Background: an optimization exercise with open tools, aiming at small area. Do not read the settings as production practice. At most, simulation tests tie the RTL to the original design; equivalence was not proved. Only the layout flow was run in runs 1 and 8; the RTL was not checked for function there. Power is estimated from default activity; no workload was simulated. No driver is modelled on the clock port, so clocking that relies on it looks cheaper here than on a real chip.

==> design.v <==
package seu_window_controller_pkg;
  typedef enum logic [2:0] {IDLE = 3'd0, CLEAR = 3'd1, SETTLE1 = 3'd2, SETTLE2 = 3'd3,
                            BASE = 3'd4, RUN = 3'd5, SNAP = 3'd6} state_t;
  localparam int NCH_DEF = 7;
  localparam int CNT_W_DEF = 64;
  localparam int WIN_W_DEF = 32;
  function automatic integer sel_w(input integer n);
    sel_w = n > 1 ? $clog2(n) : 1;
  endfunction
endpackage
module seu_snapshot_bank #(
  parameter int NCH = 7,
  parameter int CNT_W = 64,
  parameter int SEL_W = 3,
  parameter int CHUNK0 = 10,
  parameter int CHUNK = 9
) (
  input  logic                 clock,
  input  logic                 reset,
  input  logic                 capture,
  input  logic                 commit,
  input  logic                 zero,
  input  logic [NCH*CNT_W-1:0] err_count,
  input  logic                 rd_req,
  input  logic [SEL_W-1:0]     rd_sel,
  output logic                 rd_ack,
  output logic [CNT_W-1:0]     rd_data
);
  function automatic logic cut(input int i);
    cut = i >= CHUNK0 && (i - CHUNK0) % CHUNK == 0;
  endfunction
  logic [CNT_W-1:0] base_n_q [NCH];
  logic [NCH*CNT_W-1:0] base_n_d, base_n_flat;
  logic [CNT_W-1:0] sum_q [NCH];
  logic [CNT_W-1:0] cy_q [NCH];     
  logic [CNT_W-1:0] sum_d [NCH];
  logic [CNT_W-1:0] cy_d [NCH];
  logic             snap_zero_q;
  logic [CNT_W-1:0] rd_sum, rd_cy;
  always_comb
    for (int k = 0; k < NCH; k++) begin
      logic c;
      cy_d[k] = '0;
      c = 1'b1;
      for (int i = 0; i < CNT_W; i++) begin
        logic a, b;
        if (cut(i)) begin
          cy_d[k][i] = ~c;
          c = 1'b0;
        end
        a = err_count[k*CNT_W + i];
        b = base_n_q[k][i];
        sum_d[k][i] = a ^ b ^ c;
        c = (a & b) | (a & c) | (b & c);
      end
    end
  always_ff @(posedge clock)
    for (int k = 0; k < NCH; k++) begin
      if (commit) begin
        sum_q[k] <= sum_d[k];
        for (int i = 0; i < CNT_W; i++) if (cut(i)) cy_q[k][i] <= cy_d[k][i];
      end
    end
  assign base_n_d = capture ? ~err_count : base_n_flat;
  seu_base_reg #(.W(NCH*CNT_W)) u_base (.clock(clock), .d(base_n_d), .q(base_n_flat));
  always_comb
    for (int k = 0; k < NCH; k++) base_n_q[k] = base_n_flat[k*CNT_W +: CNT_W];
  always_ff @(posedge clock)
    if (reset) snap_zero_q <= 1'b1;
    else if (commit) snap_zero_q <= zero;
  always_comb begin
    rd_sum = '0;
    rd_cy = '0;
    if (!reset && !snap_zero_q)
      for (int k = 0; k < NCH; k++)
        if (rd_sel == SEL_W'(k)) begin
          rd_sum = sum_q[k];
          for (int i = 0; i < CNT_W; i++) if (cut(i)) rd_cy[i] = ~cy_q[k][i];
        end
  end
  always_ff @(posedge clock) begin
    rd_ack <= reset ? 1'b0 : rd_req;
    if (reset || rd_req) rd_data <= rd_sum + rd_cy;
  end
endmodule
module seu_base_reg #(
  parameter int W = 448
) (
  input  logic         clock,
  input  logic [W-1:0] d,
  output logic [W-1:0] q
);
  always_ff @(posedge clock) q <= d;
endmodule
module seu_window_controller #(
  parameter int NCH = seu_window_controller_pkg::NCH_DEF,
  parameter int CNT_W = seu_window_controller_pkg::CNT_W_DEF,
  parameter int WIN_W = seu_window_controller_pkg::WIN_W_DEF,
  localparam int SEL_W = seu_window_controller_pkg::sel_w(NCH)
) (
  input  logic                 clock,
  input  logic                 reset,
  input  logic                 start,
  input  logic                 stop,
  input  logic                 continuous,
  input  logic [WIN_W-1:0]     window_len,
  input  logic [NCH*CNT_W-1:0] err_count,
  output logic [NCH-1:0]       clear_pulse,
  output logic                 busy,
  output logic                 done,
  output logic                 aborted,
  output logic [15:0]          window_id,
  input  logic                 rd_req,
  input  logic [SEL_W-1:0]     rd_sel,
  output logic                 rd_ack,
  output logic [CNT_W-1:0]     rd_data
);
  seu_window_controller_pkg::state_t state_q, state_d;
  logic [WIN_W-1:0] len_q, cnt_q;
  logic abort_q, zero_q, pre_snap;
  always_ff @(posedge clock) state_q <= reset ? seu_window_controller_pkg::IDLE : state_d;
  always_comb begin
    state_d = state_q;
    busy = state_q != seu_window_controller_pkg::IDLE;
    done = state_q == seu_window_controller_pkg::SNAP;
    pre_snap = busy && !done;
    clear_pulse = {NCH{reset || state_q == seu_window_controller_pkg::CLEAR}};
    case (state_q)
      seu_window_controller_pkg::IDLE:    state_d = start ? seu_window_controller_pkg::CLEAR : seu_window_controller_pkg::IDLE;
      seu_window_controller_pkg::CLEAR:   state_d = stop ? seu_window_controller_pkg::SNAP : seu_window_controller_pkg::SETTLE1;
      seu_window_controller_pkg::SETTLE1: state_d = stop ? seu_window_controller_pkg::SNAP : seu_window_controller_pkg::SETTLE2;
      seu_window_controller_pkg::SETTLE2: state_d = stop ? seu_window_controller_pkg::SNAP : seu_window_controller_pkg::BASE;
      seu_window_controller_pkg::BASE:    state_d = stop ? seu_window_controller_pkg::SNAP : seu_window_controller_pkg::RUN;
      seu_window_controller_pkg::RUN:     state_d = stop || cnt_q[WIN_W-1:1] == '0 ? seu_window_controller_pkg::SNAP : seu_window_controller_pkg::RUN;
      seu_window_controller_pkg::SNAP:    state_d = continuous && !abort_q ? seu_window_controller_pkg::CLEAR : seu_window_controller_pkg::IDLE;
      default: state_d = seu_window_controller_pkg::IDLE;
    endcase
  end
  always_ff @(posedge clock) begin
    if (state_q == seu_window_controller_pkg::IDLE && start) len_q <= window_len;
    cnt_q <= state_q == seu_window_controller_pkg::RUN ? cnt_q - WIN_W'(1) : len_q;
  end
  always_ff @(posedge clock) begin
    abort_q <= stop && pre_snap;
    zero_q <= stop && pre_snap && state_q != seu_window_controller_pkg::RUN;
  end
  always_ff @(posedge clock)
    if (reset) begin
      aborted <= 1'b0;
      window_id <= '0;
    end else if (done) begin
      aborted <= abort_q;
      window_id <= window_id + 16'd1;
    end
  seu_snapshot_bank #(.NCH(NCH), .CNT_W(CNT_W), .SEL_W(SEL_W)) u_bank (
    .clock(clock),
    .reset(reset),
    .capture(state_q == seu_window_controller_pkg::BASE),
    .commit(done),
    .zero(zero_q),
    .err_count(err_count),
    .rd_req(rd_req),
    .rd_sel(rd_sel),
    .rd_ack(rd_ack),
    .rd_data(rd_data)
  );
endmodule
==> flow/run.sh <==
#!/bin/bash
set -euo pipefail
export BUFFER_PORTS_ARGS="-buffer_cell sky130_fd_sc_hd__buf_1"
export CTS_ARGS="-sink_clustering_enable -repair_clock_nets -dont_use_dummy_load -buf_list {sky130_fd_sc_hd__clkbuf_16} -sink_clustering_size 30 -sink_clustering_max_diameter 100"
bash standard.sh finish > flow_make.log 2>&1
==> standard.sh <==
#!/bin/bash
# synth_recipe.tcl (not shown) runs the flow's synth.tcl, then flattens the netlist and writes it again
# the make line also repeats each setting of config.mk as NAME=value (left out here)
make -C /OpenROAD-flow-scripts/flow DESIGN_CONFIG=/design/flow/config.mk WORK_HOME=/design/flow/orfs CLKGATE_MAP_FILE= SYNTH_SCRIPT=/design/flow/synth_recipe.tcl "${@:-finish}"
==> config.mk <==
export PLATFORM = sky130hd
export DESIGN_NAME = seu_window_controller
export DESIGN_NICKNAME = seu_window_controller
export VERILOG_FILES = /design/flow/design.v
export SDC_FILE = /design/flow/constraint.sdc
export NUM_CORES = 4
export LEC_CHECK = 0
export CAP_MARGIN = 20
export CORE_MARGIN = 2
export CORE_UTILIZATION = 40
export SLEW_MARGIN = 20
export SYNTH_HIERARCHICAL = 1
==> constraint.sdc <==
create_clock -name core_clock -period 5.0 [get_ports {clock}]
set_input_delay 1.0000 -clock core_clock [delete_from_list [all_inputs] [get_ports {clock}]]
set_output_delay 1.0000 -clock core_clock [all_outputs]
set_load 0.01 [all_outputs]
==> impl_metrics.yaml, run 1 <==
yosys:
  yosys_warnings: 14
  synthCells: 3756
  async_flop_share_pct: 0
  syn_avg_cell_area_sq_um: 12.9
  synthFlopType: "edfxtp_1"
  synth_fp_nets: 4695
  netlist_area_sq_mm: 0.0483
  yosysUniqueCellTypes: 81
  synth_seq_cells: 1090
  synth_edf_count: 586
  ys_seq_area_share_pct: 57.3
global_routing:
  grt-busiest-layer: "met1"
  grt_pass1_wl_mm: 193
  grt_pass1_vias: 29300
  grt_use_met2_pct: 31.6
  grt.overflow.total: 0
  met1_usage_pct: 32.0
  grt_use_met3_pct: 4.36
  grt_antenna_before_repair: 61
  grt_max_degree: 163
  grt_usage_pct: 21.5
timing:
  rsz0062_at_grt: "false"
  worstMarginPinSlew_ps: 881
  fmax_mhz: 219
  relSlewSlack_pct: 41.3
  hold_viol_final: 0
  finalSetupViolCount: 0
  period_needed_ps: 4570
  holdWs_ps: 453
  skew_ps: 89.4
  fin_setup_tns_ps: 0
  fin_crit_sh_pct: 91.4
  slew_violations: 0
floorplanning:
  io_pins: 580
  dieArea_sq_mm: 0.124
  die_w_um: 352
  rows: 127
  core_sq_mm: 0.120
  die-height_um: 352
  initial_utilization_pct: 40.3
final_layout:
  fill_cells: 11000
  final_cell_area_sq_mm: 0.0540
  finish.utilization_pct: 45.0
  layout.cells.non_filler: 5934
  area_delta_synth_final_pct: 11.7
  drive_above_1_share_pct: 5.73
  finalNetCount: 5235
clocking:
  cts_max_path_buffers: 3
  clkLatencyLatePin_ps: 690
  root_buffer: "clkbuf_16"
  cts_made_buffers: 45
  cts_resized: 0
  clk_pin_slew_ps: 110
  cts_setup_buffers: 0
  cts_hold_buf: 0
  cts_tree: "done"
  cts_max_level: 2
  clock_sinks: 1090
route:
  route.detailed.drc: 0
  wire_per_inst_um: 22.8
  firstDrtPassIters: 5
  vias: 30500
  ant_nets: 0
  viasPerCell: 5.13
  drt-initial-drc-count: 2558
  drt-total-wl_mm: 136
worst_setup_path:
  crit_fanout: 13
  max_stage_delay_ps: 600
  cp.arrival_ps: 5060
  crit_family: "compound AO/OA/AOI/OAI gates"
  crit_path_cell_trace: "clkbuf_4 > nand2b_1 > o22ai_1 > a221oi_1 > a211oi_1 > ha_1 > ha_2 > and3_1 > a31oi_2 > o21a_1 > o31a_1 > or4b_1 > a21oi_1"
  worstSetupEndpointType: "flip-flop"
  worst_setup_path_start_kind: "input pin"
  worst-path-buf-inv: 1
  crit_path_top_delay_cell: "a211oi_1"
  critPathKind: "in2reg"
  worst-endpoint-required_ps: 5490
pwr:
  peakVddDrop_uv: 307
  power_leakage_uw: 0.0194
  p_per_area_mw_per_mm2: 493
placement:
  placedInstanceArea_sq_mm: 0.0528
  dpl.cell_count: 5861
  buffer_ports.inserted: 579
  dpl.hpwl_mm: 105
  gp_congestion: 0.853
min_path:
  hold_path_class: "reg2reg"
status:
  outcome: "timing/DRC/antenna clean"
flow_run:
  maxCapViolations: 0
-- worst paths after layout --
| check | startpoint | endpoint | slack (ps) | cells past startpoint |
|---|---|---|---|---|
| worst max-delay path | rd_sel[1] | u_bank.rd_data[56]$_DFFE_PP_ | 430 | 13 |
| worst min-delay path | zero_q$_DFF_P_ | u_bank.snap_zero_q$_SDFFE_PP1P_ | 450 | 1 |
| worst max register to register | u_bank.u_base.q[128]$_DFF_P_ | u_bank.sum_q[2][9]$_DFFE_PP_ | 600 | 12 |
| worst min register to register | zero_q$_DFF_P_ | u_bank.snap_zero_q$_SDFFE_PP1P_ | 450 | 1 |
-- where the power goes --
group / internal [uW] / total [uW] / switching [uW]
combinational: 3370 / 7920 / 4550
clock: 1630 / 4340 / 2710
sequential: 12800 / 14400 / 1550
-- area by class of cell --
| type | count | area, sq um | share of cell area [%] |
|---|---|---|---|
| antenna | 28 | 70.1 | 0.130 |
| multi-input combinational | 2312 | 19200 | 35.6 |
| clock buffer | 45 | 1130 | 2.09 |
| timing repair buffer | 695 | 3290 | 6.10 |
| inverter | 152 | 574 | 1.06 |
| tap | 1612 | 2020 | 3.73 |
| sequential | 1090 | 27700 | 51.3 |
-- routing by layer --
metal / vias up / part of all wire, %
met4: 52 / 2.9
li1: 14200 / -
met3: 194 / 7.5
met5: - / 0.26
met1: 15100 / 46
met2: 979 / 43
-- worst reg2reg max path: cells and delay by family (launching register included) --
family,cells,cell delay [ps]
flip-flops,1,320
adder cells (fa/ha/maj),10,3710
buffers and inverters,2,120
-- placed cells by master, fill, tap and decap left out, types with 10 or more instances in the layout --
master / synthesis / routed
edfxtp_1: 586 / 586
buf_1: 22 / 576
nor2_1: 537 / 535
dfxtp_1: 504 / 504
a21oi_1: 490 / 490
fa_1: 392 / 386
inv_1: 152 / 150
nand2_1: 130 / 129
buf_4: 17 / 97
mux2i_1: 90 / 90
xnor2_1: 67 / 67
o21ai_0: 64 / 64
ha_1: 58 / 57
clkbuf_16: 0 / 45
xor2_1: 43 / 43
a31oi_1: 39 / 39
o22ai_1: 30 / 30
diode_2: 0 / 28
o221ai_1: 28 / 28
o21ai_1: 26 / 26
mux2_2: 26 / 26
nand3_1: 25 / 25
nor3_1: 24 / 24
a22o_1: 20 / 20
buf_12: 0 / 19
a211oi_1: 18 / 18
o211ai_1: 16 / 16
and3_1: 15 / 15
nor2b_1: 15 / 10
nand3b_1: 10 / 10
nand4_1: 10 / 10
-- Yosys cell counts (all sizes together) (3+ instances only) --
cell type	number	area, sq um
edfxtp	586	17600
nor2	537	2020
dfxtp	504	10100
a21oi	490	2450
fa	392	7850
inv	152	571
nand2	130	488
clkbuf	127	478
o21ai	91	459
mux2i	90	901
buf	75	444
xnor2	67	587
ha	58	726
xor2	43	377
a31oi	40	256
nor3	30	180
o22ai	30	188
mux2	28	315
o221ai	28	245
nand3	26	135
a22o	20	175
a211oi	18	135
o211ai	17	133
and3	15	93.8
nor2b	15	93.8
nor4	14	151
nand3b	11	95.1
nand4	10	62.6
a221oi	8	70.1
a22oi	8	60.1
a32oi	8	70.1
o211a	8	80.1
or3	8	55.1
mux4	7	158
or2	6	37.5
nand2b	5	31.3
or4	5	45.0
a21boi	4	30.0
a21o	4	30.0
and3b	4	35.0
nor3b	4	41.3
nand4b	3	26.3
o221a	3	33.8
-- stage by stage --
stage	total power (uW)	setup slack, ps
CTS	26800	555
global placement	22000	-177
floorplan	19600	-3610
finish	26600	432
detailed placement	22500	-192
global route	28600	417
-- kinds of logic after synthesis --
group	Yosys count	synth area share, %
and+or+nand+nor	828	7.50
AOI/OAI and AO/OA	799	9.57
xor gates and xnor gates	110	1.99
DFF	1090	57.3
adders and majority gates	450	17.7
buffers and inverters	354	3.09
muxes	125	2.84
-- registers in the layout (all words and copies together) (netlist names) --
signal              flops
u_bank.cy_q            42
zero_q                  1
u_bank.u_base.q       448
u_bank.snap_zero_q      1
window_id              16
u_bank.rd_ack           1
cnt_q                  32
len_q                  32
u_bank.sum_q          448
state_q                 3
u_bank.rd_data         64
aborted                 1
abort_q                 1
==> inputs of run 2 (changes only) <==
--- a/design.v
+++ b/design.v
@@ -33,2 +33,4 @@
   logic [NCH*CNT_W-1:0] base_n_d, base_n_flat;
+  localparam int NCY = (CNT_W - CHUNK0 + CHUNK - 1) / CHUNK;   
+  logic [NCH*NCY-1:0] cy_n_d, cy_n_flat;
   logic [CNT_W-1:0] sum_q [NCH];
@@ -58,6 +60,3 @@
     for (int k = 0; k < NCH; k++) begin
-      if (commit) begin
-        sum_q[k] <= sum_d[k];
-        for (int i = 0; i < CNT_W; i++) if (cut(i)) cy_q[k][i] <= cy_d[k][i];
-      end
+      if (commit) sum_q[k] <= sum_d[k];
     end
@@ -67,2 +66,14 @@
     for (int k = 0; k < NCH; k++) base_n_q[k] = base_n_flat[k*CNT_W +: CNT_W];
+  always_comb begin
+    cy_n_d = '0;
+    for (int k = 0; k < NCH; k++) begin
+      cy_q[k] = '0;
+      for (int i = 0; i < CNT_W; i++)
+        if (cut(i)) begin
+          cy_n_d[k*NCY + (i - CHUNK0) / CHUNK] = commit ? cy_d[k][i] : cy_n_flat[k*NCY + (i - CHUNK0) / CHUNK];
+          cy_q[k][i] = cy_n_flat[k*NCY + (i - CHUNK0) / CHUNK];
+        end
+    end
+  end
+  seu_base_reg #(.W(NCH*NCY)) u_cy (.clock(clock), .d(cy_n_d), .q(cy_n_flat));
   always_ff @(posedge clock)
==> impl_metrics.yaml, run 2 <==
status:
  outcome: "timing/DRC/antenna clean"
pwr:
  peakVddDrop_uv: 335
  power_leakage_uw: 0.0191
  p_per_area_mw_per_mm2: 501
global_routing:
  grt_pass1_wl_mm: 186
  grt_usage_pct: 20.4
  grt.overflow.total: 0
  grt_antenna_before_repair: 47
  grt_max_degree: 220
  grt_pass1_vias: 29800
final_layout:
  layout_commonest_cell: "nor2_1"
  top_regs: "u_bank.sum_q (448), u_bank.u_base.q (448), u_bank.rd_data (64)"
  area_delta_synth_final_pct: 11.3
  fill_cells: 11000
  layout.cells.non_filler: 5873
  final_cell_mix: "612 x nor2_1, 576 x buf_1, 546 x dfxtp_1"
  drive_above_1_share_pct: 5.51
  finalNetCount: 5188
  final_cell_area_sq_mm: 0.0536
  finish.utilization_pct: 44.8
floorplanning:
  rows: 127
  core_sq_mm: 0.120
  dieArea_sq_mm: 0.123
  die_w_um: 351
  io_pins: 580
  initial_utilization_pct: 40.2
  die-height_um: 351
route:
  route.detailed.drc: 0
  firstDrtPassIters: 5
  wire_per_inst_um: 21.6
  drt-total-wl_mm: 127
  drt-initial-drc-count: 2122
  vias: 29600
  viasPerCell: 5.04
  ant_nets: 0
clocking:
  cts_max_level: 2
  cts_max_path_buffers: 3
  cts_resized: 0
  clk_pin_slew_ps: 110
  cts_tree: "done"
  cts_hold_buf: 0
  root_buffer: "clkbuf_16"
  cts_setup_buffers: 0
  cts_made_buffers: 48
  clock_sinks: 1090
  clkLatencyLatePin_ps: 680
yosys:
  synth_seq_cells: 1090
  yosysUniqueCellTypes: 86
  synth_commonest_cells: "614 x nor2_1, 546 x dfxtp_1, 544 x edfxtp_1"
  synthCells: 3734
  synth_edf_count: 544
  synthFlopType: "dfxtp_1"
  yosys_warnings: 15
  synth_area_leaders: "edfxtp_1 34%, dfxtp_1 23%, fa_1 16%"
  synth_most_common_cell: "nor2_1"
  yosys.area.top_type: "edfxtp_1"
  synth_fp_nets: 4673
  syn_avg_cell_area_sq_um: 12.9
  ys_seq_area_share_pct: 56.6
  synth_top_area_share_pct: 33.9
  async_flop_share_pct: 0
  netlist_area_sq_mm: 0.0481
timing:
  skew_ps: 84.2
  rsz0062_at_grt: "false"
  finalSetupViolCount: 0
  holdWs_ps: 456
  fin_setup_tns_ps: 0
  fmax_mhz: 215
  period_needed_ps: 4640
  fin_crit_sh_pct: 92.8
  slew_violations: 0
  hold_viol_final: 0
  worstMarginPinSlew_ps: 1110
  relSlewSlack_pct: 25.7
placement:
  dpl.hpwl_mm: 96.0
  placedInstanceArea_sq_mm: 0.0523
  dpl.cell_count: 5811
  gp_congestion: 0.816
  buffer_ports.inserted: 579
worst_setup_path:
  worst_setup_path_start_kind: "input pin"
  cp.arrival_ps: 5070
  crit_path_top_delay_cell: "fa_1"
  worstSetupEndpointType: "flip-flop"
  crit_fanout: 2
  crit_path_cell_trace: "buf_1 > inv_1 > ha_1 > inv_1 > fa_1 > fa_1 > fa_1 > fa_1 > fa_1 > fa_1 > fa_1 > fa_1 > fa_1"
  timing.critical_path.mode_cell: "fa_1"
  worst-endpoint-required_ps: 5430
  critPathKind: "in2reg"
  max_stage_delay_ps: 460
min_path:
  hold_path_class: "reg2reg"
flow_run:
  maxCapViolations: 0
==> run 2: cell count changes in the layout (fill, tap and decap cells not counted), moves of 28 or more <==
| cell | before | now |
|---|---|---|
| nor2_1 | 535 | 612 |
| edfxtp_1 | 586 | 544 |
| nand2_1 | 129 | 85 |
| inv_1 | 150 | 111 |
| dfxtp_1 | 504 | 546 |
| mux4_2 | 7 | 35 |
| a21oi_1 | 490 | 522 |
| buf_4 | 97 | 68 |
| a31oi_1 | 39 | 3 |
==> run 2: cell families (layout without fill, tap and decap cells) <==
kind of cell	Yosys count	count (layout)	share of synthesized area, %
muxes	147	147	4.10
other	0	14	0
buffers and inverters	313	826	2.79
adders and majority gates	450	450	17.8
xor gates and xnor gates	104	104	1.89
AOI/OAI and AO/OA	760	760	8.99
and+or+nand+nor	870	870	7.79
DFF	1090	1090	56.6
==> run 2: worst paths after layout <==
kind,from,end,slack (ps),depth (start not counted)
setup reg to reg,u_bank.u_base.q[256]$_DFF_P_,u_bank.sum_q[4][9]$_DFFE_PP_,460,12
hold / removal,len_q[29]$_DFFE_PP_,cnt_q[29]$_DFF_P_,460,2
hold reg to reg,len_q[29]$_DFFE_PP_,cnt_q[29]$_DFF_P_,460,2
setup / recovery,err_count[384],u_bank.sum_q[6][9]$_DFFE_PP_,360,13
==> run 2: power by group <==
group / leakage [uW] / internal (uW) / switching, uW
Clock: 0.000592 / 1730 / 2730
Combinational: 0.00883 / 3430 / 4520
Sequential: 0.00963 / 12900 / 1570
==> run 2: area by class of cell <==
cell class                 instances  area (sq um)  area share, %
multi-input combinational       2331         19600           36.5
tap                             1612          2020           3.76
clock buffer                      48          1200           2.24
inverter                         114           444          0.829
sequential                      1090         27300           50.9
timing repair buffer             664          3040           5.67
antenna                           14          35.0         0.0654
==> run 2: per-stage QoR <==
stage / setup WS, ps / total power [uW]
floorplan: 66.0 / 19800
CTS: 402 / 27100
detailed placement: -350 / 22700
finish: 359 / 26800
global placement: -316 / 22200
global route: 248 / 28900
==> run 2: metal layers <==
| metal | part of all wire (%) | global-route usage (%) | vias to the layer above |
|---|---|---|---|
| met2 | 47 | 33.3 | 717 |
| met5 | 0.33 | 0 | - |
| met3 | 7.5 | 5.84 | 193 |
| met1 | 42 | 26.5 | 14600 |
| met4 | 2.5 | 6.09 | 68 |
| li1 | - | - | 14000 |
==> run 2: worst max-delay path, delay by kind of cell <==
family | cells | cell delay (ps)
buffers and inverters | 3 | 200
adder cells (fa/ha/maj) | 10 | 3870
==> inputs of run 3 (changes only) <==
--- a/config.mk
+++ b/config.mk
@@ -7,6 +7,6 @@
 export LEC_CHECK = 0
-export CAP_MARGIN = 20
+export CAP_MARGIN = 5
 export CORE_MARGIN = 2
-export CORE_UTILIZATION = 40
-export SLEW_MARGIN = 20
+export CORE_UTILIZATION = 60
+export SLEW_MARGIN = 5
 export SYNTH_HIERARCHICAL = 1
==> impl_metrics.yaml, run 3 <==
floorplanning:
  die-height_um: 287
  rows: 103
  die_w_um: 287
  dieArea_sq_mm: 0.0825
  core_sq_mm: 0.0793
  initial_utilization_pct: 60.7
  io_pins: 580
yosys:
  synthCells: 3734
  synth_top_area_share_pct: 33.9
  synthAdderAreaFrac_pct: 17.8
  syn_avg_cell_area_sq_um: 12.9
  synth_area_leaders: "edfxtp_1 34%, dfxtp_1 23%, fa_1 16%"
  synth_compound_area_share_pct: 8.99
  async_flop_share_pct: 0
  synth_commonest_cells: "614 x nor2_1, 546 x dfxtp_1, 544 x edfxtp_1"
  synth_top_family_by_area: "adder cells"
  yosys_warnings: 15
  synth-xor-area-share_pct: 1.89
  yosys.area.top_type: "edfxtp_1"
  synthFlopType: "dfxtp_1"
  synth_edf_count: 544
  netlist_area_sq_mm: 0.0481
  yosys.area_share.simple_pct: 7.79
  synth_seq_cells: 1090
  yosysUniqueCellTypes: 86
  ys_seq_area_share_pct: 56.6
  synthMuxAreaShare_pct: 4.10
  synth_most_common_cell: "nor2_1"
  synth_fp_nets: 4673
worst_setup_path:
  r2r-end: "u_bank.sum_q[4][9]$_DFFE_PP_"
  crit_fanout: 2
  worst_setup_path_start_kind: "input pin"
  critPathKind: "in2reg"
  cp.arrival_ps: 5020
  worstSetupEndpointType: "flip-flop"
  r2r-start: "u_bank.u_base.q[256]$_DFF_P_"
  rr_worst_depth: 12
  rrSetupSlack_ps: 490
  worst-endpoint-required_ps: 5390
pwr:
  power_leakage_uw: 0.0189
  p_per_area_mw_per_mm2: 506
  peakVddDrop_uv: 358
  p_total_uw: 26600
placement:
  gp_congestion: 0.862
  buffer_ports.inserted: 579
  dpl.cell_count: 5234
  dpl.hpwl_mm: 87.4
  placedInstanceArea_sq_mm: 0.0515
clocking:
  cts_resized: 0
  clkLatencyLatePin_ps: 640
  cts_max_path_buffers: 3
  clock_sinks: 1090
  clk_pin_slew_ps: 110
  cts_setup_buffers: 0
  cts_made_buffers: 42
  cts_max_level: 2
  cts_hold_buf: 0
  cts_tree: "done"
  root_buffer: "clkbuf_16"
final_layout:
  layout_commonest_cell: "nor2_1"
  drive_above_1_share_pct: 5.04
  final_cell_mix: "612 x nor2_1, 576 x buf_1, 546 x dfxtp_1"
  area_delta_synth_final_pct: 9.18
  top_regs: "u_bank.sum_q (448), u_bank.u_base.q (448), u_bank.rd_data (64)"
  finalNetCount: 5167
  layout.cells.non_filler: 5294
  final_cell_area_sq_mm: 0.0526
min_path:
  hold_depth: 2
  hold_path_class: "reg2reg"
  hold_end: "cnt_q[20]$_DFF_P_"
  hold_start: "len_q[20]$_DFFE_PP_"
timing:
  fin_crit_sh_pct: 92.7
  holdWs_ps: 450
  skew_ps: 38.0
  rsz0062_at_grt: "false"
  worstMarginPinSlew_ps: 1090
  fmax_mhz: 216
  period_needed_ps: 4640
  fin_setup_tns_ps: 0
  relSlewSlack_pct: 27.3
  finalSetupViolCount: 0
  slew_violations: 0
  hold_viol_final: 0
route:
  route.detailed.drc: 0
  wire_per_inst_um: 21.9
  firstDrtPassIters: 6
  drt-initial-drc-count: 2315
  viasPerCell: 5.60
  drt-total-wl_mm: 116
  ant_nets: 0
  vias: 29700
global_routing:
  grt_pass1_vias: 29300
  grt_max_degree: 211
  grt_usage_pct: 28.0
  grt_pass1_wl_mm: 172
  grt.overflow.total: 0
  grt_antenna_before_repair: 32
flow_run:
  maxCapViolations: 0
status:
  outcome: "timing/DRC/antenna clean"
run 3: cell type report:
cell class | count | area (sq um)
flip-flops and latches | 1090 | 27300
fillers | 6015 | 26700
multi-input cells | 2331 | 19600
repair buffers | 649 | 2870
well taps | 1050 | 1310
clock buffers | 42 | 1050
inverters | 114 | 444
diodes | 18 | 45.0
run 3: kinds of logic (layout without fill, tap and decap cells):
logic type      after synthesis  after routing
compound gates              760            760
mux                         147            147
fa+ha+maj                   450            450
xor+xnor                    104            104
other cells                   0             18
buf+inv                     313            805
flops                      1090           1090
simple gates                870            870
run 3: power breakdown:
part | switching (uW) | internal, uW
Combinational | 4560 | 3460
Clock | 2620 | 1530
Sequential | 1580 | 12900
Total | 8760 | 17900
run 3: stage by stage:
| stage | util, % | setup slack (ps) |
|---|---|---|
| 3_5_place_dp | 64.9 | -253 |
| 4_1_cts | 66.3 | 404 |
| 2_1_floorplan | - | 66.0 |
| 3_3_place_gp | 64.9 | -235 |
| 5_1_grt | 66.3 | 262 |
| 6_report | 66.3 | 364 |
run 3: layer usage:
layer	GRT usage, %	vias to the layer above	routed length, um
met4	8.24	30	3120
met2	46.5	765	56500
met1	38.3	14700	48200
met5	0	-	184
li1	-	14000	-
met3	4.66	158	7780
run 3: how the worst max path moves through the flow:
| stage | from | end | slack (ps) | cells after the start |
|---|---|---|---|---|
| 3_3_place_gp | err_count[256] | u_bank.sum_q[4][9]$_DFFE_PP_ | -230 | 13 |
| 5_1_grt | err_count[64] | u_bank.sum_q[1][9]$_DFFE_PP_ | 260 | 13 |
| 4_1_cts | err_count[64] | u_bank.sum_q[1][9]$_DFFE_PP_ | 400 | 13 |
| 6_report | err_count[256] | u_bank.sum_q[4][9]$_DFFE_PP_ | 360 | 13 |
| 2_1_floorplan | rd_sel[1] | u_bank.rd_data[59]$_DFFE_PP_ | 70 | 20 |
| 3_5_place_dp | err_count[192] | u_bank.sum_q[3][9]$_DFFE_PP_ | -250 | 13 |
run 3: critical path, stage by stage:
cell and delay (ps):
buf_1 80, inv_1 50, ha_1 130, inv_1 40, fa_1 430, fa_1 400
fa_1 400, fa_1 420, fa_1 440, fa_1 400, fa_1 400, fa_1 390
fa_1 420
==> inputs of run 4 (changes only) <==
--- a/config.mk
+++ b/config.mk
@@ -7,6 +7,6 @@
 export LEC_CHECK = 0
-export CAP_MARGIN = 5
+export CAP_MARGIN = 0
 export CORE_MARGIN = 2
 export CORE_UTILIZATION = 60
-export SLEW_MARGIN = 5
+export SLEW_MARGIN = 0
 export SYNTH_HIERARCHICAL = 1
==> impl_metrics.yaml, run 4 <==
clocking:
  clkLatencyLatePin_ps: 640
  clk_pin_slew_ps: 110
  cts_resized: 0
  root_buffer: "clkbuf_16"
  cts_made_buffers: 42
  cts_setup_buffers: 0
  cts_tree: "done"
  clock_sinks: 1090
  cts_hold_buf: 0
  cts_max_path_buffers: 3
  cts_max_level: 2
floorplanning:
  rows: 103
  io_pins: 580
  core_sq_mm: 0.0793
  dieArea_sq_mm: 0.0825
  die-height_um: 287
  die_w_um: 287
  initial_utilization_pct: 60.7
global_routing:
  grt_antenna_before_repair: 32
  grt.overflow.total: 0
  grt_pass1_vias: 29300
  grt_usage_pct: 28.0
  grt_pass1_wl_mm: 172
  grt_use_met3_pct: 4.66
  grt-busiest-layer: "met2"
  met1_usage_pct: 38.3
  grt_max_degree: 211
  grt_use_met2_pct: 46.5
route:
  ant_nets: 0
  vias: 29700
  drt-total-wl_mm: 116
  viasPerCell: 5.60
  drt-initial-drc-count: 2315
  route.detailed.drc: 0
  firstDrtPassIters: 6
  wire_per_inst_um: 21.9
final_layout:
  drive_above_1_share_pct: 5.04
  layout_commonest_cell: "nor2_1"
  area_delta_synth_final_pct: 9.18
  top_regs: "u_bank.sum_q (448), u_bank.u_base.q (448), u_bank.rd_data (64)"
  finalNetCount: 5167
  fill_cells: 6015
  layout.cells.non_filler: 5294
  final_cell_area_sq_mm: 0.0526
  final_cell_mix: "612 x nor2_1, 576 x buf_1, 546 x dfxtp_1"
yosys:
  synth_most_common_cell: "nor2_1"
  synth_top_family_by_area: "adder cells"
  ys_seq_area_share_pct: 56.6
  yosys.area.top_type: "edfxtp_1"
  synth_compound_area_share_pct: 8.99
  synthAdderAreaFrac_pct: 17.8
  synth-xor-area-share_pct: 1.89
  yosysUniqueCellTypes: 86
  synth_top_area_share_pct: 33.9
  yosys_warnings: 15
  synthFlopType: "dfxtp_1"
  synthMuxAreaShare_pct: 4.10
  syn_avg_cell_area_sq_um: 12.9
  synth_area_leaders: "edfxtp_1 34%, dfxtp_1 23%, fa_1 16%"
  synth_edf_count: 544
  synth_fp_nets: 4673
  synthCells: 3734
  yosys.area_share.simple_pct: 7.79
  netlist_area_sq_mm: 0.0481
  synth_seq_cells: 1090
  synth_commonest_cells: "614 x nor2_1, 546 x dfxtp_1, 544 x edfxtp_1"
  async_flop_share_pct: 0
worst_setup_path:
  worst-endpoint-required_ps: 5390
  rr_worst_depth: 12
  crit_path_top_delay_cell: "fa_1"
  crit_fanout: 2
  worstSetupEndpointType: "flip-flop"
  cp.arrival_ps: 5020
  critPathKind: "in2reg"
  max_stage_delay_ps: 440
  startpoint: "err_count[256]"
  r2r-end: "u_bank.sum_q[4][9]$_DFFE_PP_"
  r2r-start: "u_bank.u_base.q[256]$_DFF_P_"
  rrSetupSlack_ps: 490
  worst_setup_path_start_kind: "input pin"
  timing.critical_path.mode_cell: "fa_1"
  crit_path_cell_trace: "buf_1 > inv_1 > ha_1 > inv_1 > fa_1 > fa_1 > fa_1 > fa_1 > fa_1 > fa_1 > fa_1 > fa_1 > fa_1"
placement:
  placedInstanceArea_sq_mm: 0.0515
  dpl.cell_count: 5234
  dpl.hpwl_mm: 87.4
  gp_congestion: 0.862
  buffer_ports.inserted: 579
  place_ws_ps: -253
timing:
  relSlewSlack_pct: 27.3
  finalSetupViolCount: 0
  worstMarginPinSlew_ps: 1090
  rsz0062_at_grt: "false"
  hold_viol_final: 0
  fmax_mhz: 216
  fin_crit_sh_pct: 92.7
  period_needed_ps: 4640
  fin_ws_ps: 364
  slew_violations: 0
  skew_ps: 38.0
  holdWs_ps: 450
min_path:
  hold_end: "cnt_q[20]$_DFF_P_"
  hold_depth: 2
  hold_path_class: "reg2reg"
  hold_start: "len_q[20]$_DFFE_PP_"
flow_run:
  maxCapViolations: 0
status:
  outcome: "timing/DRC/antenna clean"
pwr:
  power_leakage_uw: 0.0189
  peakVddDrop_uv: 358
  p_per_area_mw_per_mm2: 506
  p_total_uw: 26600
## run 4: worst max path at each step
stage	endpoint	slack (ps)	cells past startpoint
floorplan	u_bank.rd_data[59]$_DFFE_PP_	70	20
detailed placement	u_bank.sum_q[3][9]$_DFFE_PP_	-250	13
global route	u_bank.sum_q[1][9]$_DFFE_PP_	260	13
finish	u_bank.sum_q[4][9]$_DFFE_PP_	360	13
global placement	u_bank.sum_q[4][9]$_DFFE_PP_	-230	13
CTS	u_bank.sum_q[1][9]$_DFFE_PP_	400	13
## run 4: kinds of logic after synthesis
family / Yosys count
XOR/XNOR: 104
buffers and inverters: 313
AND/OR/NAND/NOR: 870
adder cells (fa/ha/maj): 450
flip-flops: 1090
multiplexers: 147
AO/OA/AOI/OAI: 760
## run 4: metrics by stage
step | setup TNS [ps] | util [%]
4_1_cts | 0 | 66.3
6_report | 0 | 66.3
2_1_floorplan | 0 | -
3_3_place_gp | -1550 | 64.9
3_5_place_dp | -2350 | 64.9
5_1_grt | 0 | 66.3
## run 4: final cells by class
class	count	area, sq um	share of cell area (%)
Tap cell	1050	1310	2.50
Inverter	114	444	0.845
Multi-Input combinational cell	2331	19600	37.2
Antenna cell	18	45.0	0.0857
Sequential cell	1090	27300	51.9
Timing Repair Buffer	649	2870	5.46
Clock buffer	42	1050	2.00
## run 4: per-layer routing
metal | share of wire (%) | up-vias
met1 | 42 | 14700
met5 | 0.16 | -
met3 | 6.7 | 158
met4 | 2.7 | 30
li1 | - | 14000
met2 | 49 | 765
## run 4: power breakdown
part | switching [uW] | internal [uW] | total, uW | leakage (uW)
Clock | 2620 | 1530 | 4150 | 0.000518
Sequential | 1580 | 12900 | 14400 | 0.00963
Combinational | 4560 | 3460 | 8020 | 0.00871
Total | 8760 | 17900 | 26600 | 0.0189
## run 4: worst max-delay path: cells and delay by family
kind | cells | cell delay (ps)
adder cells (fa/ha/maj) | 10 | 3830
buffers and inverters | 3 | 170
==> inputs of run 5 (changes only) <==
--- a/config.mk
+++ b/config.mk
@@ -7,6 +7,6 @@
 export LEC_CHECK = 0
-export CAP_MARGIN = 0
+export CAP_MARGIN = 5
 export CORE_MARGIN = 2
-export CORE_UTILIZATION = 60
-export SLEW_MARGIN = 0
+export CORE_UTILIZATION = 80
+export SLEW_MARGIN = 5
 export SYNTH_HIERARCHICAL = 1
==> impl_metrics.yaml, run 5 <==
status:
  outcome: "timing/DRC/antenna clean"
yosys:
  synth_top_area_share_pct: 33.9
  synth_area_leaders: "edfxtp_1 34%, dfxtp_1 23%, fa_1 16%"
  yosys_warnings: 15
  ys_seq_area_share_pct: 56.6
  synth-xor-area-share_pct: 1.89
  synth_seq_cells: 1090
  synth_fp_nets: 4673
  netlist_area_sq_mm: 0.0481
  synth_top_family_by_area: "adder cells"
  synthFlopType: "dfxtp_1"
  synthAdderAreaFrac_pct: 17.8
  async_flop_share_pct: 0
  synthMuxAreaShare_pct: 4.10
  synth_compound_area_share_pct: 8.99
  yosys.area.top_type: "edfxtp_1"
  syn_avg_cell_area_sq_um: 12.9
  synth_commonest_cells: "614 x nor2_1, 546 x dfxtp_1, 544 x edfxtp_1"
  synth_most_common_cell: "nor2_1"
  synth_edf_count: 544
  synthCells: 3734
  yosys.area_share.simple_pct: 7.79
  yosysUniqueCellTypes: 86
clocking:
  root_buffer: "clkbuf_16"
  clkLatencyLatePin_ps: 640
  cts_tree: "done"
  clock_sinks: 1090
  cts_hold_buf: 0
  cts_resized: 0
  cts_max_level: 2
  cts_max_path_buffers: 3
  cts_made_buffers: 42
  clk_pin_slew_ps: 110
  cts_setup_buffers: 0
pwr:
  power.internal_uw: 17900
  clockPowerShare_pct: 15.1
  power_leakage_uw: 0.0188
  switching_share_pct: 34.0
  peakVddDrop_uv: 417
  p_per_area_mw_per_mm2: 520
  combPwrFrac_pct: 31.1
  switchingPower_uw: 9220
  p_total_uw: 27100
  p_seq_share_pct: 53.8
flow_run:
  maxCapViolations: 0
worst_setup_path:
  startpoint: "err_count[0]"
  worst-endpoint-required_ps: 5380
  r2r-end: "u_bank.sum_q[0][9]$_DFFE_PP_"
  rr_worst_depth: 12
  cp.arrival_ps: 5170
  worstSetupEndpointType: "flip-flop"
  crit_fanout: 2
  crit_family: "adder cells"
  worst-path-buf-inv: 3
  timing.critical_path.mode_cell: "fa_1"
  setup.worst_path.end: "u_bank.sum_q[0][9]$_DFFE_PP_"
  rrSetupSlack_ps: 340
  critPathKind: "in2reg"
  crit_path_cell_trace: "buf_1 > inv_1 > ha_1 > inv_1 > fa_1 > fa_1 > fa_1 > fa_1 > fa_1 > fa_1 > fa_1 > fa_1 > fa_1"
  r2r-start: "u_bank.u_base.q[0]$_DFF_P_"
  worst_setup_path_start_kind: "input pin"
  max_stage_delay_ps: 450
  path_depth: 13
  crit_path_top_delay_cell: "fa_1"
final_layout:
  regArea_sq_mm: 0.0273
  multi_input_area_sq_mm: 0.0196
  layout_commonest_cell: "nor2_1"
  top_regs: "u_bank.sum_q (448), u_bank.u_base.q (448), u_bank.rd_data (64)"
  final_cell_area_sq_mm: 0.0522
  finalNetCount: 5157
  fill_cells: 2663
  drive_above_1_share_pct: 4.77
  final_cell_mix: "612 x nor2_1, 576 x buf_1, 546 x dfxtp_1"
  area_delta_synth_final_pct: 8.45
floorplanning:
  dieArea_sq_mm: 0.0622
  die-height_um: 249
  rows: 89
  core_sq_mm: 0.0592
  die_w_um: 249
  io_pins: 580
  initial_utilization_pct: 81.3
timing:
  skew_ps: 78.4
  relSlewSlack_pct: 26.8
  fin_ws_ps: 215
  slew_violations: 0
  fmax_mhz: 209
  holdWs_ps: 455
  fin_crit_sh_pct: 95.7
  finalSetupViolCount: 0
  fin_setup_tns_ps: 0
  period_needed_ps: 4780
  hold_viol_final: 0
  rsz0062_at_grt: "false"
  worstMarginPinSlew_ps: 1100
global_routing:
  grt_usage_pct: 39.4
  grt_antenna_before_repair: 65
  grt.overflow.total: 0
  grt_pass1_wl_mm: 183
  grt_max_degree: 210
  grt_pass1_vias: 32900
route:
  firstDrtPassIters: 6
  wire_per_inst_um: 24.7
  vias: 32300
  ant_nets: 0
  drt-total-wl_mm: 125
  route.detailed.drc: 0
  viasPerCell: 6.39
  drt-initial-drc-count: 3545
min_path:
  hold_start: "zero_q$_DFF_P_"
  hold_path_class: "reg2reg"
placement:
  dpl.hpwl_mm: 90.0
  placedInstanceArea_sq_mm: 0.0510
  buffer_ports.inserted: 579
  gp_congestion: 0.909
  place_ws_ps: -298
run 5: cell count changes in the layout (fill, tap and decap cells not counted), sizes merged:
cell,previous run,this run
buf,646,636
diode,18,58
run 5: cells by family (layout without fill, tap and decap cells):
kind of cell | after synthesis | in the layout
DFF | 1090 | 1090
and+or+nand+nor | 870 | 870
AOI/OAI and AO/OA | 760 | 760
adders and majority gates | 450 | 450
buffers and inverters | 313 | 795
muxes | 147 | 147
xor gates and xnor gates | 104 | 104
other | 0 | 58
run 5: power groups by stage:
| stage | clock network [uW] | logic (uW) | registers (uW) |
|---|---|---|---|
| after global routing | 4390 | 9390 | 14900 |
| final | 4100 | 8440 | 14600 |
| after detailed placement | 0 | 8040 | 14700 |
| after floorplan | 0 | 5420 | 14400 |
| after CTS | 4110 | 8180 | 14500 |
| after global placement | 0 | 7160 | 14500 |
run 5: metrics by stage:
| stage | util (%) | std cells |
|---|---|---|
| global route | 88.1 | 5039 |
| CTS | 87.9 | 4989 |
| detailed placement | 86.1 | 4947 |
| global placement | 86.1 | 4947 |
| finish | 88.1 | 5047 |
| floorplan | - | 3734 |
run 5: final cells by class:
cell class	count	area share (%)
antenna	58	0.278
clock buffer	42	2.01
inverter	114	0.851
multi-input combinational	2331	37.5
sequential	1090	52.2
tap	773	1.85
timing repair buffer	639	5.31
run 5: worst min-delay path by stage:
stage               slack, ps                         endpoint  cells past startpoint
floorplan                 410  u_bank.snap_zero_q$_SDFFE_PP1P_                      1
global placement          420  u_bank.snap_zero_q$_SDFFE_PP1P_                      1
detailed placement        430  u_bank.snap_zero_q$_SDFFE_PP1P_                      1
CTS                       460  u_bank.snap_zero_q$_SDFFE_PP1P_                      1
global route              480  u_bank.snap_zero_q$_SDFFE_PP1P_                      1
finish                    450  u_bank.snap_zero_q$_SDFFE_PP1P_                      1
run 5: routing by layer:
layer | up-vias | wire [um] | GRT usage (%)
met2 | 1856 | 61200 | 63.9
met5 | - | 174 | 0
met1 | 15900 | 42300 | 49.1
met3 | 378 | 13200 | 9.48
li1 | 14100 | - | -
met4 | 28 | 7700 | 23.3
==> inputs of run 6 (changes only) <==
--- a/config.mk
+++ b/config.mk
@@ -9,3 +9,3 @@
 export CORE_MARGIN = 2
-export CORE_UTILIZATION = 80
+export CORE_UTILIZATION = 70
 export SLEW_MARGIN = 5
==> impl_metrics.yaml, run 6 <==
worst_setup_path:
  worst-endpoint-required_ps: 5380
  worst_setup_path_start_kind: "input pin"
  r2r-end: "u_bank.sum_q[0][9]$_DFFE_PP_"
  r2r-start: "u_bank.u_base.q[0]$_DFF_P_"
  critPathKind: "in2reg"
  rr_worst_depth: 12
  setup.worst_path.end: "u_bank.sum_q[0][9]$_DFFE_PP_"
  worstSetupEndpointType: "flip-flop"
  startpoint: "err_count[0]"
  cp.arrival_ps: 5120
  crit_fanout: 2
  rrSetupSlack_ps: 400
timing:
  skew_ps: 88.5
  fmax_mhz: 211
  finalSetupViolCount: 0
  slew_violations: 0
  fin_setup_tns_ps: 0
  fin_ws_ps: 268
  hold_viol_final: 0
  relSlewSlack_pct: 27.5
  period_needed_ps: 4730
  fin_crit_sh_pct: 94.6
  worstMarginPinSlew_ps: 1080
  rsz0062_at_grt: "false"
placement:
  gp_congestion: 0.898
  dpl.cell_count: 5052
  buffer_ports.inserted: 579
  placedInstanceArea_sq_mm: 0.0512
  dpl.hpwl_mm: 85.9
  place_ws_ps: -331
yosys:
  synth_edf_count: 544
  synth_commonest_cells: "614 x nor2_1, 546 x dfxtp_1, 544 x edfxtp_1"
  async_flop_share_pct: 0
  synthFlopType: "dfxtp_1"
  synth_seq_cells: 1090
  synth_area_leaders: "edfxtp_1 34%, dfxtp_1 23%, fa_1 16%"
  ys_seq_area_share_pct: 56.6
  syn_avg_cell_area_sq_um: 12.9
  synthCells: 3734
  yosys_warnings: 15
  synth_top_area_share_pct: 33.9
  yosysUniqueCellTypes: 86
  synth_fp_nets: 4673
  yosys.area.top_type: "edfxtp_1"
  netlist_area_sq_mm: 0.0481
  synth_most_common_cell: "nor2_1"
clocking:
  root_buffer: "clkbuf_16"
  cts_max_path_buffers: 3
  cts_resized: 0
  clkLatencyLatePin_ps: 640
  cts_made_buffers: 42
  cts_tree: "done"
  clock_sinks: 1090
  cts_hold_buf: 0
  clk_pin_slew_ps: 110
  cts_max_level: 2
  cts_setup_buffers: 0
final_layout:
  finalNetCount: 5153
  area_delta_synth_final_pct: 8.58
  layout_commonest_cell: "nor2_1"
  final_cell_mix: "612 x nor2_1, 576 x buf_1, 546 x dfxtp_1"
  drive_above_1_share_pct: 4.72
  top_regs: "u_bank.sum_q (448), u_bank.u_base.q (448), u_bank.rd_data (64)"
  layout.cells.non_filler: 5122
  final_cell_area_sq_mm: 0.0523
pwr:
  p_per_area_mw_per_mm2: 509
  p_total_uw: 26600
  peakVddDrop_uv: 394
  power_leakage_uw: 0.0188
route:
  route.detailed.drc: 0
  vias: 30400
  drt-total-wl_mm: 116
  viasPerCell: 5.93
  ant_nets: 0
  firstDrtPassIters: 5
  drt-initial-drc-count: 2613
  wire_per_inst_um: 22.6
status:
  outcome: "timing/DRC/antenna clean"
floorplanning:
  dieArea_sq_mm: 0.0709
  initial_utilization_pct: 70.4
  io_pins: 580
  core_sq_mm: 0.0683
  die_w_um: 266
  die-height_um: 266
  rows: 96
global_routing:
  grt_usage_pct: 32.7
  grt_antenna_before_repair: 36
  grt_max_degree: 203
  grt.overflow.total: 0
  grt_pass1_vias: 30200
  grt_pass1_wl_mm: 173
min_path:
  hold_depth: 2
  hold_path_class: "reg2reg"
flow_run:
  maxCapViolations: 0
==> run 6: changes by cell type in the layout (fill, tap and decap cells not counted) <==
cell / change
buf_4: -6
nand2_2: +1
and2_1: -1
diode_2: -30
nand2_1: -1
buf_12: +2
and2_2: +1
==> run 6: power breakdown <==
group | leakage (uW) | switching (uW) | internal (uW)
Sequential | 0.00963 | 1620 | 12900
Combinational | 0.00865 | 4580 | 3420
Clock | 0.000518 | 2580 | 1530
==> run 6: worst min path at each step <==
| stage | startpoint | end | slack (ps) |
|---|---|---|---|
| 2_1_floorplan | zero_q$_DFF_P_ | u_bank.snap_zero_q$_SDFFE_PP1P_ | 410 |
| 3_3_place_gp | len_q[15]$_DFFE_PP_ | cnt_q[15]$_DFF_P_ | 440 |
| 3_5_place_dp | len_q[26]$_DFFE_PP_ | cnt_q[26]$_DFF_P_ | 440 |
| 4_1_cts | abort_q$_DFF_P_ | aborted$_SDFFE_PP0P_ | 460 |
| 5_1_grt | abort_q$_DFF_P_ | aborted$_SDFFE_PP0P_ | 480 |
| 6_report | abort_q$_DFF_P_ | aborted$_SDFFE_PP0P_ | 460 |
==> run 6: kinds of logic (layout without fill, tap and decap cells) <==
group | count (synthesis) | in the layout | synth area share, %
flip-flops | 1090 | 1090 | 56.6
AND/OR/NAND/NOR | 870 | 870 | 7.79
AO/OA/AOI/OAI | 760 | 760 | 8.99
adder cells (fa/ha/maj) | 450 | 450 | 17.8
buffers and inverters | 313 | 791 | 2.79
multiplexers | 147 | 147 | 4.10
XOR/XNOR | 104 | 104 | 1.89
other | 0 | 28 | 0
==> run 6: layer usage <==
| layer | global-route usage [%] | share of wire (%) |
|---|---|---|
| met1 | 43.2 | 39 |
| met2 | 54.1 | 49 |
| met3 | 7.00 | 8.1 |
| met4 | 12.0 | 3.6 |
| met5 | 0 | 0.12 |
==> run 6: stage by stage <==
| step | hold slack [ps] | util (%) |
|---|---|---|
| after floorplan | 412 | - |
| after global placement | 435 | 74.8 |
| final | 461 | 76.5 |
| after CTS | 463 | 76.4 |
| after detailed placement | 444 | 74.8 |
| after global routing | 478 | 76.5 |
==> run 6: worst max-delay path, cell delays in order <==
cell and delay (ps):
buf_1 80, inv_1 50, ha_1 140, inv_1 50, fa_1 390, fa_1 410
fa_1 400, fa_1 450, fa_1 420, fa_1 440, fa_1 430, fa_1 410
fa_1 450
==> run 6: layout make-up <==
| cell class | instances | area, sq um |
|---|---|---|
| Sequential cell | 1090 | 27300 |
| Timing Repair Buffer | 635 | 2770 |
| Tap cell | 882 | 1100 |
| Antenna cell | 28 | 70.1 |
| Inverter | 114 | 444 |
| Clock buffer | 42 | 1050 |
| Fill cell | 4548 | 16100 |
| Multi-Input combinational cell | 2331 | 19600 |
==> inputs of run 7 (changes only) <==
==> flow/run.sh (replaced) <==
#!/bin/bash
set -euo pipefail
export BUFFER_PORTS_ARGS="-buffer_cell sky130_fd_sc_hd__buf_1"
export CTS_ARGS="-sink_clustering_enable -repair_clock_nets -dont_use_dummy_load -buf_list {sky130_fd_sc_hd__clkbuf_8} -sink_clustering_size 20 -sink_clustering_max_diameter 60"
bash standard.sh finish > flow_make.log 2>&1
==> impl_metrics.yaml, run 7 <==
worst_setup_path:
  worst-endpoint-required_ps: 5450
  r2r-start: "u_bank.u_base.q[256]$_DFF_P_"
  critPathKind: "in2reg"
  crit_fanout: 2
  crit_path_cell_trace: "buf_1 > inv_1 > ha_1 > inv_1 > fa_1 > fa_1 > fa_1 > fa_1 > fa_1 > fa_1 > fa_1 > fa_1 > fa_1"
  crit_family: "adder cells"
  worstSetupEndpointType: "flip-flop"
  worst-path-buf-inv: 3
  startpoint: "err_count[256]"
  max_stage_delay_ps: 440
  crit_path_top_delay_cell: "fa_1"
  cp.arrival_ps: 5080
  worst_setup_path_start_kind: "input pin"
  timing.critical_path.mode_cell: "fa_1"
clocking:
  cts_max_level: 3
  root_buffer: "clkbuf_8"
  cts_max_path_buffers: 3
  clk_pin_slew_ps: 120
  cts_setup_buffers: 0
  cts_hold_buf: 0
  cts_resized: 0
  clkLatencyLatePin_ps: 710
  cts_made_buffers: 71
  cts_tree: "done"
  clock_sinks: 1090
timing:
  skew_ps: 60.4
  fin_crit_sh_pct: 92.7
  finalSetupViolCount: 0
  worstMarginPinSlew_ps: 1130
  rsz0062_at_grt: "false"
  relSlewSlack_pct: 24.6
  fmax_mhz: 216
  period_needed_ps: 4640
  slew_violations: 0
  hold_viol_final: 0
floorplanning:
  initial_utilization_pct: 70.4
  rows: 96
  io_pins: 580
  die_w_um: 266
  core_sq_mm: 0.0683
  die-height_um: 266
  dieArea_sq_mm: 0.0709
route:
  drt-initial-drc-count: 2545
  drt-total-wl_mm: 115
  ant_nets: 0
  route.detailed.drc: 0
  firstDrtPassIters: 5
  wire_per_inst_um: 22.3
  viasPerCell: 5.88
  vias: 30300
final_layout:
  drive_above_1_share_pct: 5.38
  top_regs: "u_bank.sum_q (448), u_bank.u_base.q (448), u_bank.rd_data (64)"
  layout.cells.non_filler: 5156
  finalNetCount: 5182
  final_cell_mix: "612 x nor2_1, 576 x buf_1, 546 x dfxtp_1"
  layout_commonest_cell: "nor2_1"
  area_delta_synth_final_pct: 8.45
yosys:
  syn_avg_cell_area_sq_um: 12.9
  netlist_area_sq_mm: 0.0481
  ys_seq_area_share_pct: 56.6
  yosys.area.top_type: "edfxtp_1"
  synth_fp_nets: 4673
  synth_top_area_share_pct: 33.9
  synthCells: 3734
  synth_commonest_cells: "614 x nor2_1, 546 x dfxtp_1, 544 x edfxtp_1"
  yosys_warnings: 15
  synth_most_common_cell: "nor2_1"
  synth_area_leaders: "edfxtp_1 34%, dfxtp_1 23%, fa_1 16%"
  async_flop_share_pct: 0
  synth_seq_cells: 1090
  yosysUniqueCellTypes: 86
  synth_edf_count: 544
  synthFlopType: "dfxtp_1"
placement:
  gp_congestion: 0.898
  dpl.hpwl_mm: 85.9
  buffer_ports.inserted: 579
  dpl.cell_count: 5052
global_routing:
  grt_antenna_before_repair: 41
  grt.overflow.total: 0
  grt_max_degree: 203
  grt_usage_pct: 32.5
  grt_pass1_wl_mm: 172
  grt_pass1_vias: 30200
pwr:
  p_total_uw: 26300
  power_leakage_uw: 0.0188
  peakVddDrop_uv: 380
  p_per_area_mw_per_mm2: 504
flow_run:
  maxCapViolations: 0
min_path:
  hold_start: "len_q[0]$_DFFE_PP_"
  hold_path_class: "reg2reg"
status:
  outcome: "timing/DRC/antenna clean"
[run 7: cell counts after synthesis]
No cell type changed its count.
[run 7: cells by family after synthesis]
kind of cell	count (synthesis)	synth area share, %
AOI/OAI and AO/OA	760	8.99
xor gates and xnor gates	104	1.89
adders and majority gates	450	17.8
buffers and inverters	313	2.79
DFF	1090	56.6
muxes	147	4.10
and+or+nand+nor	870	7.79
[run 7: final timing paths]
check	end	cells past startpoint	slack, ps
hold reg to reg	cnt_q[0]$_DFF_P_	2	430
setup / recovery	u_bank.sum_q[4][9]$_DFFE_PP_	13	360
setup reg to reg	u_bank.sum_q[4][9]$_DFFE_PP_	12	420
hold / removal	cnt_q[0]$_DFF_P_	2	430
[run 7: tightest hold or removal path, cell delays in order (launching register included)]
cell and delay [ps]:
edfxtp_1 330, nand2_1 40, o21ai_1 60
[run 7: layer usage]
metal	track usage, %	vias up	part of all wire (%)
li1	-	14000	-
met5	0	-	0.098
met3	7.44	204	8.3
met1	43.0	14900	39
met4	12.4	18	3.8
met2	53.2	1093	49
[run 7: per-stage QoR]
stage	instance area (sq um)	setup TNS, ps	setup slack (ps)	hold WS [ps]	util, %
floorplan	48200	0	66.0	412	-
global placement	51200	-1700	-229	435	74.8
detailed placement	51200	-2770	-331	444	74.8
CTS	52100	0	406	407	76.3
global route	52200	0	298	411	76.4
finish	52200	0	364	431	76.4
[run 7: area by class of cell]
cell class | count | area [sq um]
sequential | 1090 | 27300
inverter | 114 | 444
tap | 882 | 1100
fill | 4560 | 16100
antenna | 33 | 82.6
clock buffer | 71 | 977
multi-input combinational | 2331 | 19600
timing repair buffer | 635 | 2770
[run 7: where the power goes]
part | switching, uW | total [uW] | internal (uW) | leakage (uW)
registers | 1610 | 14500 | 12900 | 0.00963
clock network | 2620 | 3900 | 1290 | 0.000511
logic | 4540 | 7950 | 3410 | 0.00865
==> inputs of run 8 (changes only) <==
--- a/design.v
+++ b/design.v
@@ -40,3 +40,3 @@
   logic             snap_zero_q;
-  logic [CNT_W-1:0] rd_sum, rd_cy;
+  logic [CNT_W-1:0] rd_sum, rd_cy, rd_add;
   always_comb
@@ -91,5 +91,27 @@
   end
+  always_comb begin
+    logic k, c1, pre, s, c;
+    k = 1'b0;
+    c1 = 1'b0;
+    pre = 1'b0;
+    s = 1'b0;
+    c = 1'b0;
+    for (int i = 0; i < CNT_W; i++) begin
+      if (i < CHUNK0) rd_add[i] = rd_sum[i];
+      else if (cut(i)) begin
+        s = rd_sum[i];
+        c = rd_cy[i];
+        rd_add[i] = s ^ c ^ k;
+        c1 = (s & c) | (k & (s | c));
+        pre = 1'b1;
+      end else begin
+        rd_add[i] = rd_sum[i] ^ (c1 & pre);
+        pre = pre & rd_sum[i];
+      end
+      if (i + 1 == CNT_W || cut(i + 1)) k = (pre & s & c) | (pre & (s | c) & k);
+    end
+  end
   always_ff @(posedge clock) begin
     rd_ack <= reset ? 1'b0 : rd_req;
-    if (reset || rd_req) rd_data <= rd_sum + rd_cy;
+    if (reset || rd_req) rd_data <= rd_add;
   end
==> flow/run.sh (replaced) <==
#!/bin/bash
set -euo pipefail
export BUFFER_PORTS_ARGS="-buffer_cell sky130_fd_sc_hd__buf_1"
export CTS_ARGS="-sink_clustering_enable -repair_clock_nets -dont_use_dummy_load -buf_list {sky130_fd_sc_hd__clkbuf_16} -sink_clustering_size 30 -sink_clustering_max_diameter 100"
bash standard.sh finish > flow_make.log 2>&1
==> impl_metrics.yaml, run 8 <==
route:
  viasPerCell: 5.92
  drt-initial-drc-count: 3019
  ant_nets: 0
  vias: 30500
  firstDrtPassIters: 5
  route.detailed.drc: 0
  wire_per_inst_um: 22.7
  drt-total-wl_mm: 117
floorplanning:
  rows: 95
  die-height_um: 266
  io_pins: 580
  die_w_um: 266
  initial_utilization_pct: 71.0
  core_sq_mm: 0.0675
  dieArea_sq_mm: 0.0706
timing:
  slew_violations: 0
  hold_viol_final: 0
  relSlewSlack_pct: 26.1
  finalSetupViolCount: 0
  fin_crit_sh_pct: 94.7
  holdWs_ps: 426
  worstMarginPinSlew_ps: 1110
  period_needed_ps: 4730
  skew_ps: 55.7
  fmax_mhz: 211
  fin_setup_tns_ps: 0
  fin_ws_ps: 266
  rsz0062_at_grt: "false"
worst_setup_path:
  cp.arrival_ps: 5140
  setup.worst_path.end: "u_bank.rd_data[63]$_DFFE_PP_"
  worstSetupEndpointType: "flip-flop"
  startpoint: "rd_sel[1]"
  r2r-end: "u_bank.rd_data[63]$_DFFE_PP_"
  crit_path_cell_trace: "clkbuf_4 > buf_12 > and3b_1 > a22oi_1 > a221o_1 > ha_1 > nor2b_1 > a41oi_1 > o41ai_2 > buf_4 > a32oi_1 > o32ai_1 > buf_4 > nand4_1 > fa_1 > nor3_2 > nand3_1 > nor2b_1 > nand3_1 > xor2_1"
  r2r-start: "u_bank.snap_zero_q$_SDFFE_PP1P_"
  critPathKind: "in2reg"
  max_stage_delay_ps: 440
  worst_setup_path_start_kind: "input pin"
  crit_fanout: 16
  crit_family: "compound AO/OA/AOI/OAI gates"
  path_depth: 20
  worst-path-buf-inv: 4
  worst-endpoint-required_ps: 5400
  crit_path_top_delay_cell: "fa_1"
  rrSetupSlack_ps: 460
  rr_worst_depth: 18
global_routing:
  grt.overflow.total: 0
  grt_antenna_before_repair: 25
  grt_usage_pct: 33.1
  grt_max_degree: 231
  grt_pass1_vias: 30200
  grt_pass1_wl_mm: 173
yosys:
  netlist_area_sq_mm: 0.0479
  synth_area_leaders: "edfxtp_1 34%, dfxtp_1 23%, fa_1 17%"
  synth_most_common_cell: "dfxtp_1"
  yosys.area.top_type: "edfxtp_1"
  ys_seq_area_share_pct: 56.9
  synth_edf_count: 544
  yosysUniqueCellTypes: 73
  async_flop_share_pct: 0
  synthFlopType: "dfxtp_1"
  yosys_warnings: 15
  synth_top_area_share_pct: 34.1
  synth_seq_cells: 1090
  synth_fp_nets: 4652
  synthCells: 3704
  syn_avg_cell_area_sq_um: 12.9
  synth_commonest_cells: "546 x dfxtp_1, 544 x edfxtp_1, 504 x nor2_1"
final_layout:
  fill_cells: 4211
  drive_above_1_share_pct: 5.51
  layout_commonest_cell: "buf_1"
  top_regs: "u_bank.sum_q (448), u_bank.u_base.q (448), u_bank.rd_data (64)"
  finalNetCount: 5217
  regArea_sq_mm: 0.0273
  final_cell_area_sq_mm: 0.0527
  area_delta_synth_final_pct: 10.1
  multi_input_area_sq_mm: 0.0192
  final_cell_mix: "576 x buf_1, 546 x dfxtp_1, 544 x edfxtp_1"
clocking:
  clkLatencyLatePin_ps: 640
  root_buffer: "clkbuf_16"
  cts_max_path_buffers: 3
  clock_sinks: 1090
  cts_max_level: 2
  cts_tree: "done"
  cts_made_buffers: 43
  clk_pin_slew_ps: 110
pwr:
  p_total_uw: 26900
  peakVddDrop_uv: 515
  power_leakage_uw: 0.0196
  p_per_area_mw_per_mm2: 511
placement:
  buffer_ports.inserted: 579
  placedInstanceArea_sq_mm: 0.0516
  gp_congestion: 0.933
  dpl.hpwl_mm: 89.4
  place_ws_ps: -516
flow_run:
  maxCapViolations: 0
min_path:
  hold_path_class: "reg2reg"
status:
  outcome: "timing/DRC/antenna clean"
-- run 8: changes by cell type after synthesis, moves of 15 or more --
cell      before  now
nor2_1       614  504
a21oi_1      522  450
mux2i_1       84  149
inv_1        111  174
a22oi_1        1   43
mux4_2        35    3
o21ai_0       47   73
a211oi_1      19    1
nand2_1       86  101
-- run 8: logic make-up (layout without fill, tap and decap cells) --
group                      after synthesis  in the layout  synth area share, %
DFF                                   1090           1090                 56.9
and+or+nand+nor                        738            738                 6.56
xor gates and xnor gates                99             99                 1.81
muxes                                  178            178                 3.86
other                                    0             17                    0
AOI/OAI and AO/OA                      765            765                 9.43
buffers and inverters                  375            938                 3.25
adders and majority gates              459            459                 18.2
-- run 8: worst reg2reg max path: stages (launching register included) --
cell and delay (ps):
dfxtp_1 360, or2_1 380, buf_4 220, a21oi_1 130, o211ai_1 140, nor4b_2 310, a41oi_1 230, o41ai_2 330
buf_4 180, a32oi_1 160, o32ai_1 280, buf_4 170, nand4_1 110, fa_1 440, nor3_2 260, nand3_1 130
nor2b_1 210, nand3_1 110, xor2_1 150
-- run 8: report_power, final --
part           switching (uW)  total, uW  internal [uW]
Clock                    2580       4140           1560
Sequential               1750      14700          12900
Combinational            4600       8120           3520
-- run 8: layer usage --
metal / up-vias / wire [um] / global-route usage (%)
li1: 14000 / - / -
met2: 1175 / 57900 / 55.2
met5: - / 114 / 0
met4: 16 / 4210 / 11.8
met3: 217 / 9830 / 7.05
met1: 15200 / 45300 / 43.5
-- run 8: metrics by stage --
| step | util (%) | cells |
|---|---|---|
| 2_1_floorplan | - | 3704 |
| 5_1_grt | 78.1 | 5151 |
| 3_3_place_gp | 76.4 | 5096 |
| 6_report | 78.1 | 5157 |
| 4_1_cts | 78.0 | 5139 |
| 3_5_place_dp | 76.4 | 5096 |
-- run 8: repair_timing --
item | CTS | global route
endpoints found under the setup margin | 0 | 3
gates resized for setup | 0 | 2
hold buffers | 0 | 0
setup buffers | 0 | 1
-- run 8: worst min-delay path by stage --
stage	startpoint	to	slack, ps	cells after the start
global route	len_q[2]$_DFFE_PP_	cnt_q[2]$_DFF_P_	430	2
detailed placement	len_q[24]$_DFFE_PP_	cnt_q[24]$_DFF_P_	430	2
finish	len_q[2]$_DFFE_PP_	cnt_q[2]$_DFF_P_	430	2
CTS	len_q[2]$_DFFE_PP_	cnt_q[2]$_DFF_P_	430	2
floorplan	zero_q$_DFF_P_	u_bank.snap_zero_q$_SDFFE_PP1P_	410	1
global placement	len_q[8]$_DFFE_PP_	cnt_q[8]$_DFF_P_	420	1
-- run 8: final cells by class --
cell class                 count  area share [%]
tap                          873            2.07
multi-input combinational   2239            36.3
clock buffer                  43            2.04
sequential                  1090            51.7
antenna                       17          0.0807
inverter                     178            1.30
timing repair buffer         717            6.49

-- separate check: timing with driven ports --
No port has a modelled driver above. Below, the same layouts with a new extraction and two added sets of constraints.
Step 1 sets driving cells, clkbuf_16 on the clock port and buf_2 on the other inputs (assumed; they add their load-dependent delay and slew).
Step 2 also shifts input and output timing later by t, the mid clock arrival at the registers, as if the neighbouring blocks saw the same clock.
Slacks: ideal ports / drivers / drivers and shift; pairs: ideal ports / drivers.
run | t (ns) | setup slack, ns | worst setup path after step 2 | latest minus earliest clock arrival (ns) | slew at the worst register clock pin (ns)
run 1 | 0.708 | 0.432 / 0.482 / -0.226 | input to register | 0.113 / 0.113 | 0.12 / 0.12
run 2 | 0.714 | 0.359 / 0.413 / -0.300 | input to register | 0.096 / 0.095 | 0.12 / 0.12
run 3 | 0.693 | 0.364 / 0.414 / -0.278 | input to register | 0.039 / 0.039 | 0.12 / 0.12
run 4 | 0.693 | 0.364 / 0.414 / -0.278 | input to register | 0.039 / 0.039 | 0.12 / 0.12
run 5 | 0.665 | 0.215 / 0.258 / -0.408 | input to register | 0.079 / 0.079 | 0.12 / 0.12
run 6 | 0.661 | 0.268 / 0.317 / -0.344 | input to register | 0.090 / 0.090 | 0.12 / 0.12
run 7 | 0.746 | 0.364 / 0.402 / -0.344 | input to register | 0.063 / 0.063 | 0.12 / 0.12
run 8 | 0.681 | 0.266 / 0.254 / -0.427 | input to register | 0.065 / 0.064 | 0.12 / 0.12
Met with ideal ports but missed after step 2: setup timing in every run listed. For run 7, which loses most, drivers alone change the setup slack by +0.038 ns; drivers and shift together by -0.708 ns.
